Background: an optimization exercise with open tools, aiming at small area, a short achievable clock period and few clock cycles. Do not read the settings as production practice. In this exercise RTL edits were held to simulation tests only and were not proved equivalent to the original. Power and IR drop assume default switching activity.

$ cat flow/config.mk
export PLATFORM = sky130hd
export DESIGN_NAME = best_fit_coalescing_allocator
export DESIGN_NICKNAME = best_fit_coalescing_allocator
export VERILOG_FILES = /design/flow/design.v
export SDC_FILE = /design/flow/constraint.sdc
export NUM_CORES = 4
export LEC_CHECK = 0
export CAP_MARGIN = 20
export CORE_MARGIN = 2
export CORE_UTILIZATION = 40
export SLEW_MARGIN = 20
$ cat flow/constraint.sdc
create_clock -name core_clock -period 11.0 [get_ports {clk}]
set_input_delay 2.2000 -clock core_clock [delete_from_list [all_inputs] [get_ports {clk}]]
set_output_delay 2.2000 -clock core_clock [all_outputs]
set_load 0.01 [all_outputs]
$ cat flow/design.v
`timescale 1ns / 1ps
`default_nettype none
package bfca_pkg;
	localparam int MAX_EXTENTS_DEFAULT = 64;
	localparam logic [1:0] CMD_ALLOC = 2'd0;
	localparam logic [1:0] CMD_FREE  = 2'd1;
	localparam logic [1:0] CMD_CLEAR = 2'd2;
	localparam logic CFG_POOL_BASE   = 1'b0;
	localparam logic CFG_POOL_LENGTH = 1'b1;
	localparam logic [31:0] POOL_BASE_RESET   = 32'd0;
	localparam logic [31:0] POOL_LENGTH_RESET = 32'd65536;
	typedef enum logic [1:0] {
		ST_OK    = 2'd0,
		ST_NOFIT = 2'd1,
		ST_FULL  = 2'd2,
		ST_ZERO  = 2'd3
	} status_t;
	typedef struct packed {
		logic [1:0]  command;
		logic [31:0] length;
		logic [31:0] address;
	} request_t;
	typedef struct packed {
		logic [31:0] granted_address;
		status_t     status;
		logic [31:0] free_bytes;
		logic [6:0]  extent_count;
	} result_t;
endpackage
`default_nettype wire
`timescale 1ns / 1ps
`default_nettype none
module best_fit_coalescing_allocator #(
	parameter int MAX_EXTENTS = bfca_pkg::MAX_EXTENTS_DEFAULT
) (
	input  wire logic               clk,
	input  wire logic               arst_n,
	input  wire logic               start,
	output logic                    busy,
	input  wire bfca_pkg::request_t request,
	output logic                    done,
	output bfca_pkg::result_t       result,
	input  wire logic               cfg_wr_en,
	input  wire logic               cfg_index,
	input  wire logic [31:0]        cfg_data
);
	localparam int IW = (MAX_EXTENTS > 1) ? $clog2(MAX_EXTENTS) : 1;
	localparam int CW = $clog2(MAX_EXTENTS + 1);
	localparam logic [CW-1:0] HELD_MAX = CW'(MAX_EXTENTS);
	localparam logic [CW-1:0] ONE = CW'(1);
	localparam logic [2:0] STEP_0 = 3'd0;
	localparam logic [2:0] STEP_1 = 3'd1;
	localparam logic [2:0] STEP_2 = 3'd2;
	localparam logic [2:0] STEP_3 = 3'd3;
	typedef enum logic [6:0] {
		S_IDLE   = 7'b0000001,
		S_INIT   = 7'b0000010,
		S_SCAN   = 7'b0000100,
		S_MATH   = 7'b0001000,
		S_DROP   = 7'b0010000,
		S_APPEND = 7'b0100000,
		S_DONE   = 7'b1000000
	} state_t;
	state_t            state_q;
	logic [1:0]        cmd_q;
	logic [31:0]       len_q;
	logic [31:0]       addr_q;
	bfca_pkg::status_t status_q;
	logic [31:0]       gnt_q;
	logic [CW-1:0]     held_q;
	logic [31:0]       free_total_q;
	logic [31:0]       base_q;
	logic [31:0]       plen_q;
	logic              from_reset_q;
	logic [CW-1:0]     scan_q;
	logic [2:0]        step_q;
	logic              a_found_q;
	logic [CW-1:0]     a_idx_q;
	logic [31:0]       a_start_q;
	logic [31:0]       a_len_q;
	logic              b_found_q;
	logic [CW-1:0]     b_idx_q;
	logic [31:0]       b_start_q;
	logic [31:0]       b_len_q;
	logic              mn_q;
	logic              mp_q;
	logic [31:0]       ns_q;
	logic [31:0]       nl_q;
	logic              drop2_q;
	logic [CW-1:0]     drop_lo_q;
	logic              append_q;
	logic              rd_vld_s1;
	logic [CW-1:0]     rd_idx_s1;
	logic [31:0]       rd_start_s1;
	logic [31:0]       rd_len_s1;
	bfca_pkg::result_t result_q;
	logic              done_q;
	logic [31:0] mem_start [MAX_EXTENTS];
	logic [31:0] mem_len   [MAX_EXTENTS];
	logic          mem_re;
	logic [IW-1:0] mem_raddr;
	logic          mem_we;
	logic [IW-1:0] mem_waddr;
	logic [31:0]   mem_wstart;
	logic [31:0]   mem_wlen;
	logic [CW-1:0] drop_wr_idx;
	logic [31:0]   held_wide;
	logic          scan_end;
	logic [31:0] add_a;
	logic [31:0] add_b;
	logic        add_sub;
	logic [32:0] add_sum;
	logic [31:0] add_sat;
	assign add_sum = {1'b0, add_a} + {1'b0, (add_sub ? ~add_b : add_b)} + 33'(add_sub);
	assign add_sat = add_sum[32] ? 32'hFFFF_FFFF : add_sum[31:0];
	always_comb begin
		add_a   = '0;
		add_b   = '0;
		add_sub = 1'b0;
		if (cmd_q == bfca_pkg::CMD_ALLOC) begin
			case (step_q)
				STEP_0: begin
					add_a = a_start_q;
					add_b = len_q;
				end
				STEP_1: begin
					add_a   = a_len_q;
					add_b   = len_q;
					add_sub = 1'b1;
				end
				default: begin
					add_a   = free_total_q;
					add_b   = len_q;
					add_sub = 1'b1;
				end
			endcase
		end else begin
			case (step_q)
				STEP_0: begin
					add_a = addr_q;
					add_b = len_q;
				end
				STEP_1: begin
					add_a = a_start_q;
					add_b = a_len_q;
				end
				STEP_2: begin
					add_a = len_q;
					add_b = mn_q ? b_len_q : 32'd0;
				end
				STEP_3: begin
					add_a = nl_q;
					add_b = mp_q ? a_len_q : 32'd0;
				end
				default: begin
					add_a = free_total_q;
					add_b = len_q;
				end
			endcase
		end
	end
	assign mem_re      = ((state_q == S_SCAN) || (state_q == S_DROP)) && (scan_q < held_q);
	assign mem_raddr   = scan_q[IW-1:0];
	assign drop_wr_idx = rd_idx_s1 - ONE;
	assign scan_end    = !mem_re && !rd_vld_s1;
	assign held_wide   = 32'(held_q);
	always_comb begin
		mem_we     = 1'b0;
		mem_waddr  = '0;
		mem_wstart = rd_start_s1;
		mem_wlen   = rd_len_s1;
		case (state_q)
			S_INIT: begin
				mem_we     = (plen_q != 32'd0);
				mem_wstart = base_q;
				mem_wlen   = plen_q;
			end
			S_DROP: begin
				mem_we    = rd_vld_s1;
				mem_waddr = drop_wr_idx[IW-1:0];
			end
			S_APPEND: begin
				mem_we     = 1'b1;
				mem_waddr  = held_q[IW-1:0];
				mem_wstart = ns_q;
				mem_wlen   = nl_q;
			end
			default: begin
				mem_we = 1'b0;
			end
		endcase
	end
	always_ff @(posedge clk) begin
		if (mem_we) begin
			mem_start[mem_waddr] <= mem_wstart;
			mem_len[mem_waddr]   <= mem_wlen;
		end
		if (mem_re) begin
			rd_start_s1 <= mem_start[mem_raddr];
			rd_len_s1   <= mem_len[mem_raddr];
		end
	end
	always_ff @(posedge clk or negedge arst_n) begin
		if (!arst_n) begin
			state_q      <= S_INIT;
			from_reset_q <= 1'b1;
			base_q       <= bfca_pkg::POOL_BASE_RESET;
			plen_q       <= bfca_pkg::POOL_LENGTH_RESET;
			held_q       <= '0;
			free_total_q <= '0;
			scan_q       <= '0;
			step_q       <= STEP_0;
			rd_vld_s1    <= 1'b0;
			rd_idx_s1    <= '0;
			a_found_q    <= 1'b0;
			b_found_q    <= 1'b0;
			drop2_q      <= 1'b0;
			append_q     <= 1'b0;
			done_q       <= 1'b0;
			status_q     <= bfca_pkg::ST_OK;
			cmd_q        <= bfca_pkg::CMD_ALLOC;
		end else begin
			done_q    <= 1'b0;
			rd_vld_s1 <= mem_re;
			rd_idx_s1 <= scan_q;
			if (mem_re) begin
				scan_q <= scan_q + ONE;
			end
			if (cfg_wr_en) begin
				case (cfg_index)
					bfca_pkg::CFG_POOL_BASE:   base_q <= cfg_data;
					bfca_pkg::CFG_POOL_LENGTH: plen_q <= cfg_data;
					default:                   base_q <= base_q;
				endcase
			end
			case (state_q)
				S_IDLE: begin
					if (start) begin
						cmd_q     <= request.command;
						len_q     <= request.length;
						addr_q    <= request.address;
						status_q  <= bfca_pkg::ST_OK;
						gnt_q     <= '0;
						scan_q    <= '0;
						step_q    <= STEP_0;
						a_found_q <= 1'b0;
						b_found_q <= 1'b0;
						case (request.command)
							bfca_pkg::CMD_ALLOC, bfca_pkg::CMD_FREE: begin
								if (request.length == 32'd0) begin
									status_q <= bfca_pkg::ST_ZERO;
									state_q  <= S_DONE;
								end else begin
									state_q <= S_SCAN;
								end
							end
							bfca_pkg::CMD_CLEAR: begin
								from_reset_q <= 1'b0;
								state_q      <= S_INIT;
							end
							default: begin
								state_q <= S_DONE;
							end
						endcase
					end
				end
				S_INIT: begin
					held_q       <= (plen_q != 32'd0) ? ONE : '0;
					free_total_q <= plen_q;
					state_q      <= from_reset_q ? S_IDLE : S_DONE;
				end
				S_SCAN: begin
					if (rd_vld_s1) begin
						if (cmd_q == bfca_pkg::CMD_ALLOC) begin
							if ((rd_len_s1 >= len_q) && (!a_found_q || (rd_len_s1 < a_len_q))) begin
								a_found_q <= 1'b1;
								a_idx_q   <= rd_idx_s1;
								a_start_q <= rd_start_s1;
								a_len_q   <= rd_len_s1;
							end
						end else if (rd_start_s1 <= addr_q) begin
							if (!a_found_q || (rd_start_s1 > a_start_q)) begin
								a_found_q <= 1'b1;
								a_idx_q   <= rd_idx_s1;
								a_start_q <= rd_start_s1;
								a_len_q   <= rd_len_s1;
							end
						end else begin
							if (!b_found_q || (rd_start_s1 < b_start_q)) begin
								b_found_q <= 1'b1;
								b_idx_q   <= rd_idx_s1;
								b_start_q <= rd_start_s1;
								b_len_q   <= rd_len_s1;
							end
						end
					end else if (scan_end) begin
						if ((cmd_q == bfca_pkg::CMD_ALLOC) && !a_found_q) begin
							status_q <= bfca_pkg::ST_NOFIT;
							state_q  <= S_DONE;
						end else begin
							step_q  <= STEP_0;
							state_q <= S_MATH;
						end
					end
				end
				S_MATH: begin
					step_q <= step_q + 3'd1;
					if (cmd_q == bfca_pkg::CMD_ALLOC) begin
						case (step_q)
							STEP_0: ns_q <= add_sum[31:0];
							STEP_1: nl_q <= add_sum[31:0];
							default: begin
								free_total_q <= add_sum[32] ? add_sum[31:0] : 32'd0;
								gnt_q        <= a_start_q;
								append_q     <= (nl_q != 32'd0);
								drop2_q      <= 1'b0;
								scan_q       <= a_idx_q + ONE;
								state_q      <= S_DROP;
							end
						endcase
					end else begin
						case (step_q)
							STEP_0: mn_q <= b_found_q && (add_sum == {1'b0, b_start_q});
							STEP_1: mp_q <= a_found_q && (add_sum == {1'b0, addr_q});
							STEP_2: begin
								if (!mn_q && !mp_q && (held_q == HELD_MAX)) begin
									status_q <= bfca_pkg::ST_FULL;
									state_q  <= S_DONE;
								end else begin
									nl_q <= add_sat;
								end
							end
							STEP_3: begin
								nl_q <= add_sat;
								ns_q <= mp_q ? a_start_q : addr_q;
							end
							default: begin
								free_total_q <= add_sat;
								append_q     <= 1'b1;
								drop2_q      <= mn_q && mp_q;
								if (mn_q && mp_q) begin
									scan_q    <= ((a_idx_q > b_idx_q) ? a_idx_q : b_idx_q) + ONE;
									drop_lo_q <= (a_idx_q > b_idx_q) ? b_idx_q : a_idx_q;
									state_q   <= S_DROP;
								end else if (mn_q) begin
									scan_q  <= b_idx_q + ONE;
									state_q <= S_DROP;
								end else if (mp_q) begin
									scan_q  <= a_idx_q + ONE;
									state_q <= S_DROP;
								end else begin
									state_q <= S_APPEND;
								end
							end
						endcase
					end
				end
				S_DROP: begin
					if (scan_end) begin
						held_q <= held_q - ONE;
						if (drop2_q) begin
							drop2_q <= 1'b0;
							scan_q  <= drop_lo_q + ONE;
						end else begin
							state_q <= append_q ? S_APPEND : S_DONE;
						end
					end
				end
				S_APPEND: begin
					held_q  <= held_q + ONE;
					state_q <= S_DONE;
				end
				S_DONE: begin
					result_q.granted_address <= gnt_q;
					result_q.status          <= status_q;
					result_q.free_bytes      <= free_total_q;
					result_q.extent_count    <= held_wide[6:0];
					done_q                   <= 1'b1;
					state_q                  <= S_IDLE;
				end
				default: begin
					state_q <= S_IDLE;
				end
			endcase
		end
	end
	assign busy   = (state_q != S_IDLE);
	assign done   = done_q;
	assign result = result_q;
endmodule
`default_nettype wire
$ cat flow/run.sh
#!/bin/bash
# synth_recipe.tcl (not shown) runs the flow's synth.tcl, then flattens the netlist and writes it again
# the make line also repeats each setting of config.mk as NAME=value (left out here)
make -C /OpenROAD-flow-scripts/flow DESIGN_CONFIG=/design/flow/config.mk WORK_HOME=/design/flow/orfs CLKGATE_MAP_FILE= SYNTH_SCRIPT=/design/flow/synth_recipe.tcl finish
==> out/results.ini <==
[floorplan]
core-area_sq_um=468000
floorplan.die.width_um=690
floorplan.die_area_sq_um=476000
std_cell_rows=251
pin_count=178
floorplan.initialDensity=0.402
fp.dieH_um=690

[cts]
clk_latency_ns=1.07
cts_buffers=453
maximum_buffer_depth_of_the_clock_tree=4
tritoncts=done
post_cts_hold_buffer_count=0
clock_tree.htree_level_count=5
clkSlewWorstSetupHoldPaths_ns=0.07
cts.repair.resized=0
ctsRootBufferMaster=clkbuf_16
cts.repair_timing.setup_buffer_count=0
clock_sinks=4682

[grt]
grt_first_pass_wirelength_mm=854
grt-ovfl-total=0
globalRouteTotalUtil=0.261
grt_start_max_net_pins=130
initial_antenna_violation_count=34
first_global_vias=100000

[placement]
detailed_place.area_sq_um=199000
detailedPlacementHpwl_mm=375
dpl_worst_slack_ns=2.93
placement.io_buffers=177
gp_routability_congestion=0.983

[route]
drcViolationCount=0
drt-total-wl_mm=630
routed_via_density=6.21
drt.antenna.violating_nets=0
detailroute.via_count=102000
detail_route.first_pass.iterations=8
drt_wl_cell_um=38.3
drt_first_iter_violations=15000

[pwr]
powerDensity_nw_per_um2=221
totalPowerFinal_mw=47.3
power_leakage_nw=67.1
ir_drop_worst_case_vdd_v=0.000195

[finish]
layout.cells.most_common_list=edfxtp_1 (4544), mux4_2 (1117), clkbuf_16 (459)
layout-area-overhead-vs-synth_pct=13.9
drive_gt1_frac=0.232
net_count_final=10200
layout.filler_cells=38800
finalInstanceArea_sq_um=214000
mostFrequentLayoutCell=edfxtp_1

[worst_setup_path]
critPathRequiredTime_ns=11.80
timing.setup.critical_path_class=reg2reg
critPathLaunchType=flop
worst_setup_path_end_kind=flop
arrival_ns=8.92
timing.critical_path.fanout_max=32

[timing]
final-max-slew-violation-count=0
clock.fmax_ghz=0.123
tightestPinTransition_ns=1.20
timing.final.crit_share=0.737
fin_skew_ns=0.119
worst_slew_margin_rel=0.197
rsz_0062_raised_after_global_routing=false
setup-tns-final_ns=0
setup_viol=0
finalHoldViolCount=0
whs_ns=0.421
setup_ws_ns=2.89
post-route-min-period_ns=8.11

[synth]
synth_flop_cell=edfxtp_1
synth-edff-count=4544
syn_nets=9732
total_of_flip_flops_plus_latches_after_synthesis=4682
yosysUniqueCellTypes=98
synthesis.area_sq_um=188000
syn_avg_cell_area_sq_um=20.0
synthesized_instance_count=9404
synthesis.yosys.warnings=1
async_reset_ff_frac=0.0295
synth.yosys.seq_area_share=0.744

[run]
drv.max_cap_violation_count=0

[worst_hold_path]
holdCritPathClass=reg2reg

[run_status]
status=finished clean

==> Yosys cell counts (5+ instances only) <==
cell	number	area share
nor4_1	36	0.0012
maj3_1	29	0.0015
mux2_2	83	0.0050
clkbuf_1	302	0.0060
nor4b_1	5	0.00023
buf_2	56	0.0015
nor3b_1	9	0.00036
o31ai_1	9	0.00036
a21o_1	66	0.0026
nor2_1	231	0.0046
dfrtp_1	135	0.018
a22oi_1	184	0.0073
a21oi_1	302	0.0080
or2_2	6	0.00020
o21a_1	29	0.0012
a211o_1	6	0.00028
xnor2_1	119	0.0055
ha_1	223	0.015
and2_1	11	0.00037
nand2_1	473	0.0094
a221oi_1	39	0.0018
nand3_1	39	0.0010
mux4_2	1117	0.13
a221o_1	9	0.00048
o221ai_1	97	0.0045
a211oi_1	41	0.0016
xnor3_1	5	0.00060
o21ai_0	188	0.0050
nor2b_1	29	0.00096
buf_1	138	0.0028
mux2i_1	235	0.013
o211a_1	29	0.0015
o211ai_1	12	0.00048
nand3b_1	7	0.00028
a31oi_1	58	0.0019
and3_1	12	0.00040
nand4_1	48	0.0016
edfxtp_1	4544	0.73
nor3_1	39	0.0010
inv_1	194	0.0039
o21ai_1	17	0.00045
xor2_1	34	0.0016
nand2b_1	19	0.00063
o22ai_1	38	0.0013
a311oi_1	8	0.00037
==> final timing paths <==
path | start | slack [ns] | cells past startpoint | end
min in group asynchronous | arst_n | 1.28 | 1 | status_q[0]$_DFFE_PN0P_
max in group asynchronous | arst_n | 8.15 | 2 | free_total_q[27]$_DFFE_PN0P_
hold reg to reg | gnt_q[8]$_SDFFCE_PN0P_ | 0.42 | 0 | result_q[49]$_DFFE_PP_
setup / recovery | step_q[2]$_DFFE_PN0P_ | 2.89 | 20 | mp_q$_DFFE_PP_
setup reg to reg | step_q[2]$_DFFE_PN0P_ | 2.89 | 20 | mp_q$_DFFE_PP_
hold / removal | gnt_q[8]$_SDFFCE_PN0P_ | 0.42 | 0 | result_q[49]$_DFFE_PP_
==> per-layer routing <==
metal  wire length, um  global-route usage  vias to the layer above  part of all wire
met4             27100              0.0995                        6             0.043
li1                  -                   -                    39900                 -
met1            251000               0.365                    55400              0.40
met2            292000               0.410                     5805              0.46
met5                52                   0                        -          0.000083
met3             59200              0.0476                     1030             0.094
==> per-stage QoR <==
stage,util,std cells
finish,0.458,16400
global route,0.458,16400
CTS,0.457,16400
detailed placement,0.426,15600
global placement,0.426,15600
floorplan,-,9404
==> power by group <==
group	leakage [nW]	internal, mW	switching [mW]
Combinational	17.3	4.43	6.36
Sequential	42.6	20.4	0.438
Clock	7.22	8.84	6.85
==> registers in the layout, summed over array words and instances, names as in the netlist, 32 cells and up <==
register and flops:
gnt_q 32, mem_start 2048, len_q 32, mem_len 2048
rd_start_s1 32, result_q 73, plen_q 32, rd_len_s1 32
a_len_q 32, b_len_q 32, free_total_q 32, b_start_q 32
ns_q 32, nl_q 32, addr_q 32, base_q 32
a_start_q 32
==> worst max-delay path: stages, from the launching register on <==
cell and delay (ns):
dfrtp_1 0.59, inv_1 0.17, ha_1 0.89, buf_4 0.49, a21o_1 0.23, buf_4 0.43
a221oi_2 0.22, a211oi_2 0.53, inv_2 0.12, fa_1 0.50, nand2b_1 0.20, a211oi_1 0.71
nor2_1 0.17, xor2_1 0.59, xnor2_1 0.12, nor4b_1 0.33, nand4_1 0.13, nor4_1 0.68
and4b_1 0.33, nand4_1 0.15, nor4b_2 0.28
==> final cells by class <==
cell class | count | area (sq um) | share of cell area
antenna | 12 | 30.0 | 0.000140
inverter | 197 | 753 | 0.00352
tap | 6198 | 7750 | 0.0362
multi-input combinational | 4027 | 46400 | 0.217
sequential | 4682 | 140000 | 0.653
clock inverter | 288 | 2930 | 0.0137
timing repair buffer | 493 | 4470 | 0.0209
clock buffer | 546 | 11900 | 0.0554
==> logic make-up (layout without fill, tap and decap cells) <==
family	Yosys count	in the layout	share of synthesized area
flops	4682	4682	0.744
mux	1435	1435	0.151
compound gates	1193	1193	0.0427
simple gates	985	985	0.0234
buf+inv	695	1524	0.0143
fa+ha+maj	254	254	0.0166
xor+xnor	160	160	0.00790
other cells	0	12	0
Testbench counts, summed over its fixed seeds: cycles 612,341.

-- static timing again, ports no longer ideal --
How much do the figures lean on ideal ports? The routed layout below was timed once more, with nothing changed but the port constraints.
Step 1: set_driving_cell puts a clkbuf_16 on clk and a buf_2 on each other input, an assumption about the parent block.
Step 2 times the ports against the registers' clock, not the clock port: input delays grow and output delays shrink by t, the midpoint of the rising clock arrivals with the driver on.
Three values: no drivers, after step 1, after step 2; two values: the first two.
t (ns): 1.146
setup WS [ns]: 2.889 / 2.889 / 2.889
latest minus earliest clock arrival (ns): 0.122 / 0.122
cell pins on the clock port's net: 1
After both steps this run still meets setup and hold. For this run, drivers alone change the setup slack by 0.000 ns; drivers and shift together by 0.000 ns.
